What follows belongs to an exercise in optimizing a design on an open flow for small area and few clock cycles; a production flow would make more cautious choices. At most, simulation tests tie the RTL to the original design; equivalence was not proved. The RTL of run 1 was laid out without a check of its function. Power is estimated from default activity; no workload was simulated.

==> flow/flow/run.sh <==
#!/bin/bash
# The standard layout, with two changes: synthesis keeps spq_ge2, two
# bits of the key compare's borrow chain, as a module of its own until the
# netlist is flattened, so each step maps to a few small gates; and the
# smallest buffer goes on every input and output port in place of the one the
# resizer would pick. The make output goes to standard.log; ORFS's own step
# logs stay under orfs/logs.
set -euo pipefail
export SYNTH_KEEP_MODULES=spq_ge2
export BUFFER_PORTS_ARGS="-buffer_cell sky130_fd_sc_hd__buf_1"
bash standard.sh > standard.log 2>&1
==> flow/standard.sh <==
#!/bin/bash
# synth_recipe.tcl (not shown) runs the flow's synth.tcl, then flattens the netlist and writes it again
# the make line also repeats each setting of config.mk as NAME=value (left out here)
make -C /OpenROAD-flow-scripts/flow DESIGN_CONFIG=/design/flow/config.mk WORK_HOME=/design/flow/orfs CLKGATE_MAP_FILE= SYNTH_SCRIPT=/design/flow/synth_recipe.tcl "${@:-finish}"
==> flow/config.mk <==
export PLATFORM = sky130hd
export DESIGN_NAME = sorted_priority_queue
export DESIGN_NICKNAME = sorted_priority_queue
export VERILOG_FILES = /design/flow/design.v
export SDC_FILE = /design/flow/constraint.sdc
export NUM_CORES = 4
export LEC_CHECK = 0
export CAP_MARGIN = 20
export CORE_MARGIN = 2
export CORE_UTILIZATION = 70
export CTS_CLUSTER_DIAMETER = 100
export CTS_CLUSTER_SIZE = 30
export PLACE_DENSITY = 0.8
export SLEW_MARGIN = 20
==> flow/constraint.sdc <==
create_clock -name core_clock -period 5.0 [get_ports {clk}]
set_input_delay 1.0000 -clock core_clock [delete_from_list [all_inputs] [get_ports {clk}]]
set_output_delay 1.0000 -clock core_clock [all_outputs]
set_load 0.01 [all_outputs]
==> flow/design.v <==
package spq_pkg;
  localparam int DEPTH    = 16;
  localparam int KEY_BITS = 16;
  localparam int ID_BITS  = 16;
  localparam int OCC_BITS = 5;
  localparam int RANK_W   = 4;
  localparam logic [DEPTH-1:0] INJ_AT = 16'b1001_0010_0100_1000;
endpackage
module spq_cell (
  input  logic                         do_ins,
  input  logic                         pend,
  input  logic [spq_pkg::RANK_W-1:0]   pend_level,
  input  logic [spq_pkg::OCC_BITS-1:0] count,
  input  logic [spq_pkg::KEY_BITS-1:0] new_key_n,
  input  logic [spq_pkg::KEY_BITS-1:0] key,
  input  logic [spq_pkg::RANK_W-1:0]   level,
  input  logic                         raised,
  output logic                         free,
  output logic                         at_count,
  output logic                         below,
  output logic [spq_pkg::RANK_W-1:0]   level_next
);
  logic                       held;
  logic                       step;
  logic                       lv_lt;
  logic                       lv_eq;
  logic [spq_pkg::RANK_W-1:0] level_now;
  logic [spq_pkg::KEY_BITS/2:0] ge;
  logic                         ge_b0;
  assign ge[0] = 1'b1;
  assign ge_b0 = key[0] | new_key_n[0];
  assign ge[1] = (key[1] & new_key_n[1]) | (key[1] & ge_b0) | (new_key_n[1] & ge_b0);
  for (genvar j = 1; j < spq_pkg::KEY_BITS / 2; j++) begin : g_cmp
    spq_ge2 u_ge2 (
      .a   (key[2*j+1:2*j]),
      .b_n (new_key_n[2*j+1:2*j]),
      .ci  (ge[j]),
      .co  (ge[j+1])
    );
  end
  always_comb begin
    lv_lt = 1'b0;
    lv_eq = 1'b1;
    for (int j = spq_pkg::RANK_W - 1; j >= 0; j--) begin
      lv_lt = lv_lt || (lv_eq && !level[j] && count[j]);
      lv_eq = lv_eq && (level[j] == count[j]);
    end
  end
  assign held       = pend || count[spq_pkg::OCC_BITS-1] || lv_lt;
  assign free       = !held;
  assign at_count   = lv_eq;
  assign below      = do_ins && held && !ge[spq_pkg::KEY_BITS/2];
  assign step       = raised || (do_ins && !held && at_count);
  assign level_now  = pend ? pend_level : level;
  assign level_next = level_now + spq_pkg::RANK_W'(step);
endmodule
module spq_ge2 (
  input  logic [1:0] a,
  input  logic [1:0] b_n,
  input  logic       ci,
  output logic       co
);
  logic m;
  assign m  = (a[0] & b_n[0]) | (a[0] & ci) | (b_n[0] & ci);
  assign co = (a[1] & b_n[1]) | (a[1] & m) | (b_n[1] & m);
endmodule
module sorted_priority_queue (
  input  logic          clk,
  input  logic          rst,
  input  logic          cmd_valid,
  output logic          cmd_ready,
  input  logic [32:0]   cmd,
  output logic          res_valid,
  input  logic          res_ready,
  output logic [22:0]   res
);
  localparam int N = spq_pkg::DEPTH;
  logic [spq_pkg::OCC_BITS-1:0] count;
  logic [1:0]                   kind;
  logic                         res_free;
  logic                         accept;
  logic                         is_ins;
  logic                         is_full;
  logic                         is_empty;
  logic                         can_ins;
  logic                         do_ins;
  logic                         do_rm;
  logic [N-1:0]                 free;
  logic [N-1:0]                 below;
  logic [N-1:0]                 raised;
  logic [N-1:0]                 at_count;
  logic [N-1:0]                 inject;
  logic [N-1:0]                 pend_q;
  logic [spq_pkg::RANK_W-1:0]   n_below;
  logic [spq_pkg::RANK_W-1:0]   pend_level;
  logic [spq_pkg::KEY_BITS-1:0] key        [N];
  logic [spq_pkg::ID_BITS-1:0]  id         [N];
  logic [spq_pkg::RANK_W-1:0]   level      [N];
  logic [spq_pkg::RANK_W-1:0]   level_next [N];
  logic [spq_pkg::ID_BITS-1:0]  removed_id;
  always_comb begin
    inject  = '0;
    can_ins = 1'b0;
    for (int i = 0; i < N; i++) begin
      if (spq_pkg::INJ_AT[i]) begin
        inject[i] = free[i] && !can_ins;
        can_ins   = can_ins || free[i];
      end
    end
  end
  assign res_free  = !res_valid || res_ready;
  assign is_ins    = !cmd[32];
  assign is_full   = count[spq_pkg::OCC_BITS-1];
  assign is_empty  = (count == '0);
  assign cmd_ready = res_free && (!is_ins || is_full || can_ins);
  assign accept    = cmd_valid && cmd_ready;
  assign do_ins    = accept && is_ins && !is_full;
  assign do_rm     = accept && !is_ins && !is_empty;
  always_comb begin
    n_below = '0;
    for (int i = 0; i < N; i++) n_below = n_below + spq_pkg::RANK_W'(raised[i]);
  end
  assign pend_level = spq_pkg::RANK_W'(count) - 1'b1 - n_below;
  for (genvar i = 0; i < N; i++) begin : g_cell
    localparam int NX = (i + 1) % N;
    logic pend;
    if (spq_pkg::INJ_AT[(i + N - 1) % N]) begin : g_pend
      assign pend = pend_q[i];
    end else begin : g_nopend
      assign pend = 1'b0;
    end
    spq_cell u_cell (
      .do_ins     (do_ins),
      .pend       (pend),
      .pend_level (pend_level),
      .count      (count),
      .new_key_n  (~cmd[31:16]),
      .key        (key[i]),
      .level      (level[i]),
      .raised     (raised[i]),
      .free       (free[i]),
      .below      (below[i]),
      .at_count   (at_count[i]),
      .level_next (level_next[i])
    );
    always_ff @(posedge clk) begin
      if (rst) begin
        level[NX] <= '1;
      end else begin
        level[NX] <= level_next[i];
      end
      raised[NX] <= below[i];
    end
    if (spq_pkg::INJ_AT[i]) begin : g_inj
      always_ff @(posedge clk) begin
        if (do_ins && inject[i]) begin
          key[NX] <= cmd[31:16];
          id[NX]  <= cmd[15:0];
        end else begin
          key[NX] <= key[i];
          id[NX]  <= id[i];
        end
      end
    end else begin : g_pass
      always_ff @(posedge clk) begin
        key[NX] <= key[i];
        id[NX]  <= id[i];
      end
    end
  end
  always_ff @(posedge clk) begin
    for (int i = 0; i < N; i++) begin
      pend_q[(i + 1) % N] <= !rst && do_ins && inject[i];
    end
  end
  always_comb begin
    removed_id = '0;
    for (int i = 0; i < N; i++) begin
      if (at_count[i]) removed_id = removed_id | id[i];
    end
  end
  assign res = {kind[1] && !kind[0], kind[0] && !kind[1],
                (&kind) ? removed_id : spq_pkg::ID_BITS'(0), count};
  always_ff @(posedge clk) begin
    if (rst) begin
      count     <= '0;
      res_valid <= 1'b0;
    end else begin
      if (do_ins) count <= count + 1'b1;
      if (do_rm)  count <= count - 1'b1;
      if (accept) begin
        res_valid <= 1'b1;
      end else if (res_ready) begin
        res_valid <= 1'b0;
      end
    end
  end
  always_ff @(posedge clk) begin
    if (accept) begin
      kind <= is_ins ? {is_full, 1'b0} : {!is_empty, 1'b1};
    end
  end
endmodule
==> results.sh, run 1 <==
export IMPL_synth_common_cells="603 x dfxtp_1, 145 x nand2_1, 137 x mux2_2"
export IMPL_layout_min_cycle_time_ps=4620
export IMPL_h_tree_depth=1
export IMPL_avgRoutedWirePerCell_um=21.0
export IMPL_synthArstFlopShare_pct=0
export IMPL_p_leak_nw=9.38
export IMPL_hold_end="key[15][0]"
export IMPL_start_kind="flip-flop"
export IMPL_finalClockSkew_ps=16.0
export IMPL_regToRegEndpoint="level[8][3]"
export IMPL_place_ws_ps=386
export IMPL_worstHoldPathType="flip-flop to flip-flop"
export IMPL_post_route_util_pct=75.4
export IMPL_maxSlewHeadroom_pct=30.3
export IMPL_synth_top_area_share_pct=54.0
export IMPL_path_max_fanout=5
export IMPL_dp_hpwl_um=34400
export IMPL_worst_slew_pin_slew_ps=1040
export IMPL_avgSynthCellArea_um2=11.1
export IMPL_arrival_ps=5100
export IMPL_port_buffers=61
export IMPL_cp_slowest_cell="fa_1"
export IMPL_cts_sinks=605
export IMPL_crit_path_end_kind="flip-flop"
export IMPL_hold_depth=0
export IMPL_max_freq_ghz=0.216
export IMPL_min_from="key[14][0]"
export IMPL_wl_um=52000
export IMPL_rows=65
export IMPL_p_int_w=0.00668
export IMPL_whs_ps=351
export IMPL_setup_violations=0
export IMPL_io_pins=62
export IMPL_max_stage_delay_ps=560
export IMPL_ys_ff_latch=605
export IMPL_clkPwrFrac_pct=25.8
export IMPL_hold_viol_final=0
export IMPL_grt_usage_pct=30.7
export IMPL_combPwrFrac_pct=11.4
export IMPL_worstRegToRegCells=15
export IMPL_core_mm2=0.0315
export IMPL_num_antenna_cells=0
export IMPL_p_seq_share_pct=62.9
export IMPL_rsz0062_at_grt="no"
export IMPL_antenna_found_initial=1
export IMPL_clkLatencyLatePin_ps=580
export IMPL_status="finished clean"
export IMPL_power_switching_w=0.00232
export IMPL_synth_edf_count=2
export IMPL_cp_required_ps=5470
export IMPL_viasPerCell=6.27
export IMPL_crit_path_frequent_cell="fa_1"
export IMPL_ir_drop_mv=0.307
export IMPL_post_synth_top_count_cell="dfxtp_1"
export IMPL_drc_errors=0
export IMPL_yosysSeqAreaShare_pct=54.3
export IMPL_synth_ff_type="dfxtp_1"
export IMPL_clk_pin_slew_ps=110
export IMPL_finalNetCount=2188
export IMPL_synth_area_leader_cell="dfxtp_1"
export IMPL_fin_crit_sh_pct=92.5
export IMPL_hold_buffers=0
export IMPL_grt_overflow_total=0
export IMPL_synth_distinct_cells=61
export IMPL_cap_violations=0
export IMPL_p_sw_share_pct=25.8
export IMPL_area_growth_pct=6.16
export IMPL_vias=15500
export IMPL_p_per_area_mw_per_mm2=379
export IMPL_yosysWarnings=9
export IMPL_synth_area_top_cells="dfxtp_1 54%, mux2_2 6.9%, ha_1 3.7%, o22ai_1 3.2%, a21oi_1 2.7%"
export IMPL_root_buffer="clkbuf_16"
export IMPL_setup_tns_ps=0
export IMPL_die_x_um=183
export IMPL_grt_pass1_vias=15300
export IMPL_slew_viol_final=0
export IMPL_gp_congestion=0.890
export IMPL_syn_inst=2021
export IMPL_ctsResizeCount=0
export IMPL_grt_pass1_wl_um=81500
export IMPL_critPathKind="flip-flop to flip-flop"
export IMPL_drt_first_pass_iters=5
export IMPL_crit_chain="fa_1, inv_1, fa_1, inv_1, ha_1, fa_1, fa_1, fa_1, inv_1, ha_1, a21oi_1, xnor3_1, mux2i_1, xor2_1, nand2b_1"
export IMPL_syn_area_mm2=0.0224
export IMPL_r2r_start="raised[3]"
export IMPL_start_util_pct=71.0
export IMPL_syn_nets=2137
export IMPL_grt_max_degree=80
export IMPL_fin_ws_ps=375
export IMPL_drt_iter0_markers=1263
export IMPL_dieArea_mm2=0.0334
export IMPL_postRouteAntennaNets=0
export IMPL_drive_above_1_share_pct=14.8
export IMPL_ff2ff_setup_slack_ps=380
export IMPL_numCtsBuffers=24
export IMPL_clockBufferDepth=3
export IMPL_dieHeight_um=183
export IMPL_cts_tree="done"
export IMPL_post_cts_buffers=0
area by class of cell:
class	count	area, µm²
tap	402	503
sequential	605	12100
clock inverter	3	43.8
clock buffer	25	604
multi-input combinational	1271	9620
inverter	66	248
fill	2143	7740
timing repair buffer	104	578
worst max-delay path: cells and delay by family (launching register included):
kind / cells / cell delay, ps
buf+inv: 3 / 150
fa+ha+maj: 7 / 2920
mux: 1 / 230
xor+xnor: 2 / 630
compound gates: 1 / 190
flops: 1 / 350
simple gates: 1 / 70
cells in the final DEF, fill, tap and decap left out, drive strengths merged, types with 7 or more instances in the layout:
cell      n
xor2     15
a22o     45
o21ai   129
and3     17
clkbuf   26
a31oi    23
mux2i    16
buf     103
xnor2    63
fa       12
maj3     28
o22ai   114
inv      67
a21oi   119
dfxtp   603
a221oi   47
nor2b    11
mux2    169
nand2   145
or2      37
ha       67
a222oi    7
nand3    13
a31o     16
nor2     23
nor3     26
a22oi    23
and4     12
nand2b   62
power by group through the flow:
stage	Combinational, W	Sequential, W	Clock (W)
global route	0.00112	0.00571	0.00251
global placement	0.000973	0.00572	0
floorplan	0.000755	0.00565	0
finish	0.00102	0.00566	0.00232
detailed placement	0.00101	0.00575	0
CTS	0.00102	0.00565	0.00234
per-module statistics from Yosys (local to each module, per instance):
module	flops+latches	cells inside	area, µm²
spq_ge2	0	4	20.0
sorted_priority_queue	605	1573	20100
how the worst max path moves through the flow:
stage,startpoint,to,slack (ps),cells after the start
floorplan,raised[3],level[11][3],690,15
global placement,raised[3],level[5][3],510,15
detailed placement,raised[3],level[11][3],390,15
CTS,raised[3],level[5][3],380,15
global route,raised[3],level[14][3],80,15
finish,raised[3],level[8][3],380,15
layer usage:
| layer | track usage, % | wire length, µm | up-vias | part of all wire (%) |
|---|---|---|---|---|
| met1 | 41.6 | 22600 | 7569 | 43 |
| li1 | - | - | 7387 | - |
| met2 | 52.5 | 25000 | 481 | 48 |
| met4 | 8.97 | 1360 | 2 | 2.6 |
| met5 | 0 | 14 | - | 0.027 |
| met3 | 3.05 | 3070 | 97 | 5.9 |
cells by family (layout without fill, tap and decap cells):
| logic type | count (synthesis) | in the layout | synth area share [%] |
|---|---|---|---|
| DFF | 605 | 605 | 54.3 |
| muxes | 185 | 185 | 9.72 |
| adders and majority gates | 107 | 107 | 6.08 |
| buffers and inverters | 145 | 198 | 2.84 |
| and+or+nand+nor | 356 | 356 | 8.32 |
| xor gates and xnor gates | 79 | 79 | 3.16 |
| AOI/OAI and AO/OA | 544 | 544 | 15.6 |
registers in the layout (all words and copies together) (netlist names):
| signal | flops |
|---|---|
| res_valid | 1 |
| raised | 16 |
| count | 5 |
| level | 64 |
| g_cell.pend | 5 |
| kind | 2 |
| key | 256 |
| id | 256 |
per-stage QoR:
step | instances | cell area, µm² | total power [W]
after floorplan | 2021 | 22400 | 0.00641
after global placement | 2448 | 23100 | 0.00670
after detailed placement | 2448 | 23100 | 0.00676
after CTS | 2476 | 23700 | 0.00901
after global routing | 2476 | 23700 | 0.00934
final | 2476 | 23700 | 0.00900
==> run 2, diff against run 1 <==
--- a/flow/design.v
+++ b/flow/design.v
@@ -5,11 +5,21 @@
   localparam int OCC_BITS = 5;
   localparam int RANK_W   = 4;
-  localparam logic [DEPTH-1:0] INJ_AT = 16'b1001_0010_0100_1000;
+  localparam logic [DEPTH-1:0] INJ_AT = 16'b1001_0100_1001_0100;
+  function automatic logic [DEPTH-1:0] inv_at(input logic [DEPTH-1:0] inj);
+    logic [DEPTH-1:0] inv;
+    inv[0] = 1'b0;
+    for (int i = 1; i < DEPTH; i++) inv[i] = inv[i-1] ^ inj[i-1];
+    inv_at = inv;
+  endfunction
+  localparam logic [DEPTH-1:0] INV_AT = inv_at(INJ_AT);
 endpackage
-module spq_cell (
+module spq_cell #(
+  parameter bit INV = 1'b0
+) (
   input  logic                         do_ins,
   input  logic                         pend,
   input  logic [spq_pkg::RANK_W-1:0]   pend_level,
   input  logic [spq_pkg::OCC_BITS-1:0] count,
+  input  logic [spq_pkg::KEY_BITS-1:0] new_key,
   input  logic [spq_pkg::KEY_BITS-1:0] new_key_n,
   input  logic [spq_pkg::KEY_BITS-1:0] key,
@@ -26,17 +36,21 @@
   logic                       lv_eq;
   logic [spq_pkg::RANK_W-1:0] level_now;
+  logic [spq_pkg::KEY_BITS-1:0] cmp_b_n;
   logic [spq_pkg::KEY_BITS/2:0] ge;
   logic                         ge_b0;
+  logic                         lt;
+  assign cmp_b_n = INV ? new_key : new_key_n;
   assign ge[0] = 1'b1;
-  assign ge_b0 = key[0] | new_key_n[0];
-  assign ge[1] = (key[1] & new_key_n[1]) | (key[1] & ge_b0) | (new_key_n[1] & ge_b0);
+  assign ge_b0 = INV ? (key[0] & cmp_b_n[0]) : (key[0] | cmp_b_n[0]);
+  assign ge[1] = (key[1] & cmp_b_n[1]) | (key[1] & ge_b0) | (cmp_b_n[1] & ge_b0);
   for (genvar j = 1; j < spq_pkg::KEY_BITS / 2; j++) begin : g_cmp
     spq_ge2 u_ge2 (
       .a   (key[2*j+1:2*j]),
-      .b_n (new_key_n[2*j+1:2*j]),
+      .b_n (cmp_b_n[2*j+1:2*j]),
       .ci  (ge[j]),
       .co  (ge[j+1])
     );
   end
+  assign lt = INV ? ge[spq_pkg::KEY_BITS/2] : !ge[spq_pkg::KEY_BITS/2];
   always_comb begin
     lv_lt = 1'b0;
@@ -50,5 +64,5 @@
   assign free       = !held;
   assign at_count   = lv_eq;
-  assign below      = do_ins && held && !ge[spq_pkg::KEY_BITS/2];
+  assign below      = do_ins && held && lt;
   assign step       = raised || (do_ins && !held && at_count);
   assign level_now  = pend ? pend_level : level;
@@ -130,9 +144,12 @@
       assign pend = 1'b0;
     end
-    spq_cell u_cell (
+    spq_cell #(
+      .INV (spq_pkg::INV_AT[i])
+    ) u_cell (
       .do_ins     (do_ins),
       .pend       (pend),
       .pend_level (pend_level),
       .count      (count),
+      .new_key    (cmd[31:16]),
       .new_key_n  (~cmd[31:16]),
       .key        (key[i]),
@@ -155,9 +172,9 @@
       always_ff @(posedge clk) begin
         if (do_ins && inject[i]) begin
-          key[NX] <= cmd[31:16];
-          id[NX]  <= cmd[15:0];
+          key[NX] <= cmd[31:16] ^ {spq_pkg::KEY_BITS{spq_pkg::INV_AT[NX]}};
+          id[NX]  <= cmd[15:0] ^ {spq_pkg::ID_BITS{spq_pkg::INV_AT[NX]}};
         end else begin
-          key[NX] <= key[i];
-          id[NX]  <= id[i];
+          key[NX] <= ~key[i];
+          id[NX]  <= ~id[i];
         end
       end
@@ -177,5 +194,7 @@
     removed_id = '0;
     for (int i = 0; i < N; i++) begin
-      if (at_count[i]) removed_id = removed_id | id[i];
+      if (at_count[i]) begin
+        removed_id = removed_id | (id[i] ^ {spq_pkg::ID_BITS{spq_pkg::INV_AT[i]}});
+      end
     end
   end
--- a/flow/flow/run.sh
+++ b/flow/flow/run.sh
@@ -8,4 +8,4 @@
 set -euo pipefail
 export SYNTH_KEEP_MODULES=spq_ge2
-export BUFFER_PORTS_ARGS="-buffer_cell sky130_fd_sc_hd__buf_1"
+export BUFFER_PORTS_ARGS="-buffer_cell sky130_fd_sc_hd__buf_2"
 bash standard.sh > standard.log 2>&1
==> results.sh, run 2 <==
export IMPL_synth_edf_count=2
export IMPL_ctsResizeCount=0
export IMPL_synth_distinct_cells=64
export IMPL_wl_met1_um=22700
export IMPL_synth_top_area_share_pct=54.0
export IMPL_layout_min_cycle_time_ps=4700
export IMPL_max_stage_delay_ps=880
export IMPL_h_tree_depth=1
export IMPL_drt_first_pass_iters=5
export IMPL_p_seq_share_pct=62.8
export IMPL_avgSynthCellArea_um2=9.95
export IMPL_grt_usage_pct=31.7
export IMPL_yosysSeqAreaShare_pct=54.2
export IMPL_crit_path_end_kind="output pin"
export IMPL_total_power_w=0.00991
export IMPL_synth_ff_type="dfxtp_1"
export IMPL_rows=65
export IMPL_vias=16800
export IMPL_synthXorXnorAreaFrac_pct=3.34
export IMPL_drt_iter0_markers=1248
export IMPL_drive_above_1_share_pct=8.38
export IMPL_setup_violations=0
export IMPL_numCtsBuffers=24
export IMPL_worst_slew_pin_slew_ps=1120
export IMPL_max_freq_ghz=0.213
export IMPL_clk_pin_slew_ps=120
export IMPL_status="finished clean"
export IMPL_synthArstFlopShare_pct=0
export IMPL_yosys_area_share_simple_pct=10.6
export IMPL_layout_commonest_cell="dfxtp_1"
export IMPL_synth_top_family_by_area="compound AO/OA/AOI/OAI gates"
export IMPL_p_sw_share_pct=27.7
export IMPL_ir_drop_mv=0.352
export IMPL_maxSlewHeadroom_pct=25.5
export IMPL_wl_met3_um=3680
export IMPL_cp_required_ps=4000
export IMPL_start_kind="flip-flop"
export IMPL_syn_inst=2252
export IMPL_gp_congestion=0.854
export IMPL_grt_overflow_total=0
export IMPL_post_synth_top_count_cell="dfxtp_1"
export IMPL_arrival_ps=3700
export IMPL_place_ws_ps=323
export IMPL_core_mm2=0.0316
export IMPL_reg_largest_list="id x256, key x256, level x64"
export IMPL_grt_max_degree=67
export IMPL_synth_area_leader_cell="dfxtp_1"
export IMPL_finalNetCount=2406
export IMPL_dr_wl_met2_um=25500
export IMPL_start_util_pct=71.0
export IMPL_io_pins=62
export IMPL_cap_violations=0
export IMPL_hold_viol_final=0
export IMPL_crit_buf_inv=3
export IMPL_syn_area_mm2=0.0224
export IMPL_synthAdderAreaFrac_pct=5.57
export IMPL_critPathKind="flip-flop to output pin"
export IMPL_routed_top_layer="met5"
export IMPL_rsz0062_at_grt="no"
export IMPL_p_per_area_mw_per_mm2=416
export IMPL_combPwrFrac_pct=13.6
export IMPL_setup_tns_ps=0
export IMPL_dieHeight_um=183
export IMPL_critical_path_top_delay_family="compound AO/OA/AOI/OAI gates"
export IMPL_dp_hpwl_um=35500
export IMPL_root_buffer="clkbuf_16"
export IMPL_postRouteAntennaNets=0
export IMPL_p_int_w=0.00716
export IMPL_placed_cells_incl_taps=2666
export IMPL_cts_sinks=606
export IMPL_grt_pass1_wl_um=84600
export IMPL_syn_nets=2368
export IMPL_avgRoutedWirePerCell_um=19.9
export IMPL_clkLatencyLatePin_ps=580
export IMPL_cp_slowest_cell="dfxtp_1"
export IMPL_design_area_mm2=0.0238
export IMPL_synth_area_top_cells="dfxtp_1 54%, mux2i_1 5.1%, a21oi_1 5.0%, o22ai_1 4.0%, ha_1 3.7%"
export IMPL_finalClockSkew_ps=39.7
export IMPL_slew_viol_final=0
export IMPL_worstHoldPathType="flip-flop to flip-flop"
export IMPL_fin_crit_sh_pct=93.9
export IMPL_viasPerCell=6.25
export IMPL_final_cell_mix="604 x dfxtp_1, 225 x a21oi_1, 171 x nand2_1"
export IMPL_wl_um=53700
export IMPL_drc_errors=0
export IMPL_yosysWarnings=10
export IMPL_power_switching_w=0.00275
export IMPL_fin_ws_ps=304
export IMPL_synth_common_cells="604 x dfxtp_1, 225 x a21oi_1, 171 x nand2_1"
export IMPL_dieArea_mm2=0.0335
export IMPL_p_leak_nw=10.2
export IMPL_clockBufferDepth=3
export IMPL_muxShareOfSynthArea_pct=5.55
export IMPL_post_cts_buffers=0
export IMPL_cts_tree="done"
export IMPL_clkPwrFrac_pct=23.6
export IMPL_ys_ff_latch=606
export IMPL_stdcell_count=2694
export IMPL_synth_compound_area_share_pct=17.5
export IMPL_area_growth_pct=6.22
export IMPL_path_max_fanout=14
export IMPL_hold_buffers=0
export IMPL_die_x_um=183
export IMPL_crit_chain="inv_2, buf_4, o22a_1, nand3b_1, o221ai_1, a2111oi_0, a31oi_1, buf_2"
export IMPL_grt_pass1_vias=16200
export IMPL_port_buffers=61
export IMPL_antenna_found_initial=3
export IMPL_post_dp_cell_area_mm2=0.0231
==> run 2: final timing paths <==
check,startpoint,endpoint,cells after the start,slack [ps]
setup / recovery,count[0],res[20],8,300
hold / removal,key[0][0],key[1][0],0,350
setup reg to reg,raised[3],level[6][3],15,320
hold reg to reg,key[0][0],key[1][0],0,350
==> run 2: modules after synthesis (local to each module, per instance) <==
module	flops+latches	times used	cells	area (µm²)
sorted_priority_queue	606	1	1804	20200
spq_ge2	0	112	4	20.0
==> run 2: through the flow <==
step | hold slack, ps | utilization, %
floorplan | 323 | -
global route | 359 | 75.4
global placement | 326 | 73.3
detailed placement | 328 | 73.3
CTS | 353 | 75.4
finish | 351 | 75.4
==> run 2: worst register-to-register path, delay by kind of cell, from the launching register on <==
family | cells | cell delay, ps
flops | 1 | 350
xor+xnor | 2 | 650
simple gates | 1 | 60
mux | 1 | 250
buf+inv | 3 | 160
fa+ha+maj | 7 | 2940
compound gates | 1 | 180
==> run 2: kinds of logic (layout without fill, tap and decap cells) <==
group | Yosys count | in the layout
other | 0 | 1
adders and majority gates | 96 | 96
and+or+nand+nor | 509 | 509
xor gates and xnor gates | 84 | 84
buffers and inverters | 172 | 211
DFF | 606 | 606
AOI/OAI and AO/OA | 662 | 662
muxes | 123 | 123
==> run 2: cell type report <==
cell class | count | area (µm²)
well taps | 402 | 503
diodes | 1 | 2.50
flip-flops and latches | 606 | 12200
clock buffers | 26 | 629
fillers | 2268 | 7750
inverters | 82 | 308
repair buffers | 102 | 626
clock inverters | 1 | 30.0
multi-input cells | 1474 | 9550
==> run 2: metal layers <==
metal	up-vias	track usage, %
met4	4	11.3
li1	8043	-
met2	596	54.7
met5	-	0
met1	8082	41.3
met3	119	3.77
==> run 2: power groups by stage <==
stage               registers [W]  logic [W]  clock network [W]
finish                    0.00623    0.00135            0.00234
global route              0.00632    0.00148            0.00253
floorplan                 0.00614   0.000955                  0
CTS                       0.00621    0.00134            0.00237
detailed placement        0.00630    0.00133                  0
global placement          0.00627    0.00126                  0
Testbench counts of run 2, summed over its fixed seeds: cycles 25,354.
==> run 3, diff against run 2 <==
--- a/flow/flow/run.sh
+++ b/flow/flow/run.sh
@@ -8,4 +8,4 @@
 set -euo pipefail
 export SYNTH_KEEP_MODULES=spq_ge2
-export BUFFER_PORTS_ARGS="-buffer_cell sky130_fd_sc_hd__buf_2"
+export BUFFER_PORTS_ARGS="-buffer_cell sky130_fd_sc_hd__buf_1"
 bash standard.sh > standard.log 2>&1
==> results.sh, run 3 <==
export IMPL_status="finished clean"
export IMPL_cp_slowest_cell="fa_1"
export IMPL_yosys_area_share_simple_pct=10.6
export IMPL_synth_area_top_cells="dfxtp_1 54%, mux2i_1 5.1%, a21oi_1 5.0%, o22ai_1 4.0%, ha_1 3.7%"
export IMPL_post_synth_top_count_cell="dfxtp_1"
export IMPL_drc_errors=0
export IMPL_grt_overflow_total=0
export IMPL_postRouteAntennaNets=0
export IMPL_reg_largest_list="id x256, key x256, level x64"
export IMPL_hold_viol_final=0
export IMPL_synth_area_leader_cell="dfxtp_1"
export IMPL_synthAdderAreaFrac_pct=5.57
export IMPL_layout_commonest_cell="dfxtp_1"
export IMPL_final_cell_mix="604 x dfxtp_1, 225 x a21oi_1, 171 x nand2_1"
export IMPL_path_depth=15
export IMPL_core_mm2=0.0316
export IMPL_finalClockSkew_ps=21.7
export IMPL_synthArstFlopShare_pct=0
export IMPL_worst_slew_pin_slew_ps=1120
export IMPL_port_buffers=61
export IMPL_synthXorXnorAreaFrac_pct=3.34
export IMPL_cts_sinks=606
export IMPL_critPathKind="flip-flop to flip-flop"
export IMPL_setup_violations=0
export IMPL_muxShareOfSynthArea_pct=5.55
export IMPL_syn_inst=2252
export IMPL_grt_usage_pct=32.2
export IMPL_slew_viol_final=0
export IMPL_synth_edf_count=2
export IMPL_max_freq_ghz=0.209
export IMPL_io_pins=62
export IMPL_dp_hpwl_um=36200
export IMPL_crit_buf_inv=3
export IMPL_path_max_fanout=6
export IMPL_vias=16900
export IMPL_wl_um=54500
export IMPL_drt_first_pass_iters=5
export IMPL_arrival_ps=5250
export IMPL_finalNetCount=2416
export IMPL_synth_distinct_cells=64
export IMPL_total_power_w=0.00993
export IMPL_gp_congestion=0.862
export IMPL_die_x_um=183
export IMPL_yosysSeqAreaShare_pct=54.2
export IMPL_max_stage_delay_ps=580
export IMPL_start_util_pct=71.0
export IMPL_hold_buffers=0
export IMPL_synth_top_family_by_area="compound AO/OA/AOI/OAI gates"
export IMPL_avgRoutedWirePerCell_um=20.1
export IMPL_worstRegToRegCells=15
export IMPL_crit_path_frequent_cell="fa_1"
export IMPL_cap_violations=0
export IMPL_fin_crit_sh_pct=95.7
export IMPL_setup_tns_ps=0
export IMPL_clockBufferDepth=3
export IMPL_crit_path_end_kind="flip-flop"
export IMPL_critical_path_top_delay_family="adder cells"
export IMPL_ys_ff_latch=606
export IMPL_drive_above_1_share_pct=6.26
export IMPL_h_tree_depth=1
export IMPL_start_kind="flip-flop"
export IMPL_drt_iter0_markers=1337
export IMPL_synth_ff_type="dfxtp_1"
export IMPL_cp_required_ps=5470
export IMPL_rows=65
export IMPL_ctsResizeCount=0
export IMPL_maxSlewHeadroom_pct=25.2
export IMPL_avgSynthCellArea_um2=9.95
export IMPL_worstHoldPathType="flip-flop to flip-flop"
export IMPL_cts_tree="done"
export IMPL_root_buffer="clkbuf_16"
export IMPL_num_antenna_cells=0
export IMPL_yosysWarnings=10
export IMPL_synth_top_area_share_pct=54.0
export IMPL_viasPerCell=6.23
export IMPL_rsz0062_at_grt="no"
export IMPL_antenna_found_initial=1
export IMPL_post_cts_buffers=0
export IMPL_layout_min_cycle_time_ps=4780
export IMPL_clk_pin_slew_ps=120
export IMPL_grt_max_degree=66
export IMPL_dieArea_mm2=0.0335
export IMPL_dieHeight_um=183
export IMPL_syn_area_mm2=0.0224
export IMPL_p_leak_nw=10.0
export IMPL_p_per_area_mw_per_mm2=417
export IMPL_clkLatencyLatePin_ps=580
export IMPL_grt_pass1_wl_um=85800
export IMPL_grt_pass1_vias=16400
export IMPL_numCtsBuffers=24
export IMPL_synth_compound_area_share_pct=17.5
export IMPL_crit_chain="fa_1, inv_1, fa_1, inv_1, ha_1, fa_1, fa_1, fa_1, inv_1, ha_1, a21oi_1, xnor3_1, mux2i_1, xor2_1, nand2b_1"
export IMPL_synth_common_cells="604 x dfxtp_1, 225 x a21oi_1, 171 x nand2_1"
export IMPL_syn_nets=2368
export IMPL_area_growth_pct=6.14
export IMPL_ir_drop_mv=0.400
export IMPL_hold_depth=0
export IMPL_post_route_util_pct=75.4
-- run 3: area by class of cell --
type | count | area (µm²)
fill | 2262 | 7770
tap | 402 | 503
inverter | 82 | 308
sequential | 606 | 12200
timing repair buffer | 112 | 613
clock buffer | 25 | 614
multi-input combinational | 1474 | 9550
clock inverter | 3 | 41.3
-- run 3: path summary, 6_finish.rpt --
| path | startpoint | end | slack [ps] |
|---|---|---|---|
| setup reg to reg | raised[3] | level[1][3] | 220 |
| setup / recovery | raised[3] | level[1][3] | 220 |
| hold reg to reg | key[11][0] | key[12][0] | 340 |
| hold / removal | key[11][0] | key[12][0] | 340 |
-- run 3: routing by layer --
metal	global-route usage [%]	part of all wire, %	up-vias
li1	-	-	8052
met1	43.1	43	8072
met2	54.6	47	585
met3	3.65	6.5	144
met4	11.0	3.6	2
met5	0	0.028	-
-- run 3: power by group --
group,internal (W),switching [W]
Combinational,0.000577,0.000776
Sequential,0.00568,0.000560
Clock,0.000903,0.00144
Total,0.00715,0.00277
-- run 3: kinds of logic (layout without fill, tap and decap cells) --
logic type	count (synthesis)	count (layout)
compound gates	662	662
xor+xnor	84	84
fa+ha+maj	96	96
buf+inv	172	222
flops	606	606
mux	123	123
simple gates	509	509
-- run 3: metrics by stage --
stage / setup slack (ps) / cell area, µm² / instances / hold slack, ps
2_1_floorplan: 672 / 22400 / 2252 / 323
3_3_place_gp: 437 / 23100 / 2676 / 325
3_5_place_dp: 260 / 23100 / 2676 / 331
4_1_cts: 234 / 23800 / 2704 / 339
5_1_grt: 89.9 / 23800 / 2704 / 348
6_report: 216 / 23800 / 2704 / 340
-- run 3: worst register-to-register path: stages, from the launching register on --
cell and delay (ps):
dfxtp_1 360, fa_1 580, inv_1 70, fa_1 480, inv_1 40, ha_1 200, fa_1 470, fa_1 410
fa_1 540, inv_1 60, ha_1 300, a21oi_1 170, xnor3_1 500, mux2i_1 240, xor2_1 180, nand2b_1 80
-- run 3: modules after synthesis (local to each module, per instance) --
module	times used	area, µm²	flops+latches	cells inside
sorted_priority_queue	1	20200	606	1804
spq_ge2	112	20.0	0	4
==> run 4, diff against run 3 <==
--- a/flow/config.mk
+++ b/flow/config.mk
@@ -8,5 +8,5 @@
 export CAP_MARGIN = 20
 export CORE_MARGIN = 2
-export CORE_UTILIZATION = 70
+export CORE_UTILIZATION = 65
 export CTS_CLUSTER_DIAMETER = 100
 export CTS_CLUSTER_SIZE = 30
==> results.sh, run 4 <==
export IMPL_status="finished clean"
export IMPL_arrival_ps=3900
export IMPL_final_cell_mix="604 x dfxtp_1, 225 x a21oi_1, 171 x nand2_1"
export IMPL_antenna_found_initial=1
export IMPL_slew_viol_final=0
export IMPL_synth_common_cells="604 x dfxtp_1, 225 x a21oi_1, 171 x nand2_1"
export IMPL_combPwrFrac_pct=13.5
export IMPL_dp_hpwl_um=36000
export IMPL_fin_crit_sh_pct=98.0
export IMPL_avgRoutedWirePerCell_um=19.6
export IMPL_numCtsBuffers=24
export IMPL_rows=67
export IMPL_cts_sinks=606
export IMPL_hold_end="id[15][6]"
export IMPL_drive_above_1_share_pct=6.26
export IMPL_setup_violations=0
export IMPL_reg_largest_list="id x256, key x256, level x64"
export IMPL_post_cts_buffers=0
export IMPL_finalClockSkew_ps=21.5
export IMPL_rsz0062_at_grt="no"
export IMPL_setup_tns_ps=0
export IMPL_p_per_area_mw_per_mm2=416
export IMPL_num_antenna_cells=0
export IMPL_dieArea_mm2=0.0360
export IMPL_total_power_w=0.00992
export IMPL_syn_inst=2252
export IMPL_synth_top_area_share_pct=54.0
export IMPL_fillCellCount=2547
export IMPL_die_x_um=190
export IMPL_h_tree_depth=1
export IMPL_p_leak_nw=10.0
export IMPL_clkPwrFrac_pct=23.8
export IMPL_path_max_fanout=13
export IMPL_cap_violations=0
export IMPL_p_sw_share_pct=27.7
export IMPL_root_buffer="clkbuf_16"
export IMPL_crit_chain="buf_4, xnor2_1, nand4_1, buf_4, o22ai_1, nor3_1, a31oi_1, buf_1"
export IMPL_cp_required_ps=4000
export IMPL_drc_errors=0
export IMPL_max_freq_ghz=0.204
export IMPL_grt_pass1_vias=16800
export IMPL_ff2ff_setup_slack_ps=340
export IMPL_core_mm2=0.0337
export IMPL_crit_buf_inv=3
export IMPL_r2r_start="raised[3]"
export IMPL_worst_slew_pin_slew_ps=1200
export IMPL_avgSynthCellArea_um2=9.95
export IMPL_ys_ff_latch=606
export IMPL_drt_iter0_markers=1371
export IMPL_ctsResizeCount=0
export IMPL_synth_area_leader_cell="dfxtp_1"
export IMPL_synth_ff_type="dfxtp_1"
export IMPL_clkLatencyLatePin_ps=580
export IMPL_finalNetCount=2417
export IMPL_layout_commonest_cell="dfxtp_1"
export IMPL_p_int_w=0.00717
export IMPL_hold_depth=0
export IMPL_start_kind="flip-flop"
export IMPL_fin_ws_ps=102
export IMPL_postRouteAntennaNets=0
export IMPL_min_from="id[14][6]"
export IMPL_ir_drop_mv=0.352
export IMPL_yosysSeqAreaShare_pct=54.2
export IMPL_grt_busiest_layer="met2"
export IMPL_synth_area_top_cells="dfxtp_1 54%, mux2i_1 5.1%, a21oi_1 5.0%, o22ai_1 4.0%, ha_1 3.7%"
export IMPL_grt_pass1_wl_um=86500
export IMPL_crit_path_end_kind="output pin"
export IMPL_grt_use_met2_pct=52.3
export IMPL_yosysWarnings=10
export IMPL_drt_first_pass_iters=6
export IMPL_wl_um=53800
export IMPL_synth_distinct_cells=64
export IMPL_critical_path_top_delay_family="buffers and inverters"
export IMPL_hold_buffers=0
export IMPL_power_switching_w=0.00275
export IMPL_stdcell_count=2750
export IMPL_p_seq_share_pct=62.8
export IMPL_clk_pin_slew_ps=110
export IMPL_start_util_pct=66.5
export IMPL_grt_overflow_total=0
export IMPL_post_synth_top_count_cell="dfxtp_1"
export IMPL_clockBufferDepth=3
export IMPL_layout_min_cycle_time_ps=4900
export IMPL_place_ws_ps=347
export IMPL_hold_viol_final=0
export IMPL_area_growth_pct=6.48
export IMPL_grt_use_met3_pct=3.03
export IMPL_regToRegEndpoint="level[4][3]"
export IMPL_syn_area_mm2=0.0224
export IMPL_cts_tree="done"
export IMPL_cp_slowest_cell="nand4_1"
export IMPL_worstRegToRegCells=15
export IMPL_dieHeight_um=190
export IMPL_post_dp_cell_area_mm2=0.0232
export IMPL_worstHoldPathType="flip-flop to flip-flop"
export IMPL_synthArstFlopShare_pct=0
export IMPL_maxSlewHeadroom_pct=20.3
export IMPL_synth_edf_count=2
export IMPL_grt_usage_pct=29.9
export IMPL_grt_max_degree=76
export IMPL_syn_nets=2368
export IMPL_use_met1_pct=38.4
export IMPL_design_area_mm2=0.0239
export IMPL_vias=16800
export IMPL_gp_congestion=0.883
export IMPL_port_buffers=61
export IMPL_placed_cells_incl_taps=2723
export IMPL_max_stage_delay_ps=870
export IMPL_critPathKind="flip-flop to output pin"
export IMPL_io_pins=62
export IMPL_viasPerCell=6.10
export IMPL_crit_path_frequent_cell="buf_4"
[run 4: cell counts after synthesis]
Identical to the previous run, type by type.
[run 4: through the flow]
stage	util [%]	hold WS [ps]
3_3_place_gp	68.9	326
5_1_grt	70.8	349
3_5_place_dp	68.9	331
4_1_cts	70.8	353
6_report	70.8	351
2_1_floorplan	-	323
[run 4: cell type report]
cell class	instances	area (µm²)	share of cell area, %
Clock inverter	2	28.8	0.121
Inverter	82	308	1.29
Sequential cell	606	12200	50.9
Timing Repair Buffer	113	633	2.65
Clock buffer	25	626	2.62
Tap cell	448	561	2.35
Multi-Input combinational cell	1474	9550	40.0
[run 4: logic make-up after synthesis]
kind of cell	synth area share [%]
AO/OA/AOI/OAI	17.5
XOR/XNOR	3.34
adder cells (fa/ha/maj)	5.57
buffers and inverters	3.23
flip-flops	54.2
multiplexers	5.55
AND/OR/NAND/NOR	10.6
[run 4: worst max-delay path by stage]
stage              start      endpoint  slack, ps  cells after the start
2_1_floorplan  raised[3]  level[12][3]        670                     15
3_3_place_gp   raised[3]  level[12][3]        460                     15
3_5_place_dp   raised[3]   level[4][3]        350                     15
4_1_cts         count[0]       res[17]        200                      8
5_1_grt         count[0]       res[12]         20                      8
6_report        count[0]       res[17]        100                      8
[run 4: worst register-to-register path, cell delays in order (launching register included)]
cell      delay (ps)
dfxtp_1          350
fa_1             570
inv_1             60
fa_1             480
inv_1             40
ha_1             190
fa_1             470
fa_1             400
fa_1             520
inv_1             40
ha_1             300
a21oi_1          180
xnor3_1          480
mux2i_1          240
xor2_1           180
nand2b_1          70
[run 4: per-layer routing]
metal	part of all wire, %	vias up
li1	-	8051
met1	43	8015
met2	48	555
met3	5.9	143
met4	3.6	0
met5	0	-
[run 4: power by group through the flow]
stage / registers [W] / clock network, W / logic (W)
3_3_place_gp: 0.00626 / 0 / 0.00127
3_5_place_dp: 0.00630 / 0 / 0.00133
5_1_grt: 0.00632 / 0.00254 / 0.00149
4_1_cts: 0.00621 / 0.00237 / 0.00134
2_1_floorplan: 0.00614 / 0 / 0.000955
6_report: 0.00622 / 0.00236 / 0.00134
[run 4: per-module statistics from Yosys, one instance, submodules excluded]
module | flops+latches | area (µm²) | cells inside | copies in the design
spq_ge2 | 0 | 20.0 | 4 | 112
sorted_priority_queue | 606 | 20200 | 1804 | 1

[re-timing with driven ports]
Ports are ideal in the flow. The routed layouts listed here were re-timed in OpenROAD. Step 1, drivers: a clkbuf_16 drives clk and a buf_2 each remaining input, both assumed. Step 2 times the ports against the registers' clock, not the clock port: input delays grow and output delays shrink by t, the midpoint of the rising clock arrivals with the driver on. Three values: ideal ports, drivers, drivers and shift; two values: the first two.
run	shift t [ns]	setup slack, ns	slew at the worst register clock pin (ns)
run 1	0.626	0.375 / 0.330 / 0.375	0.11 / 0.11
run 2	0.613	0.304 / 0.254 / 0.316	0.12 / 0.12
run 3	0.629	0.216 / 0.211 / 0.216	0.12 / 0.12
run 4	0.620	0.102 / 0.046 / 0.341	0.12 / 0.12
After both steps every run listed still meets setup and hold.
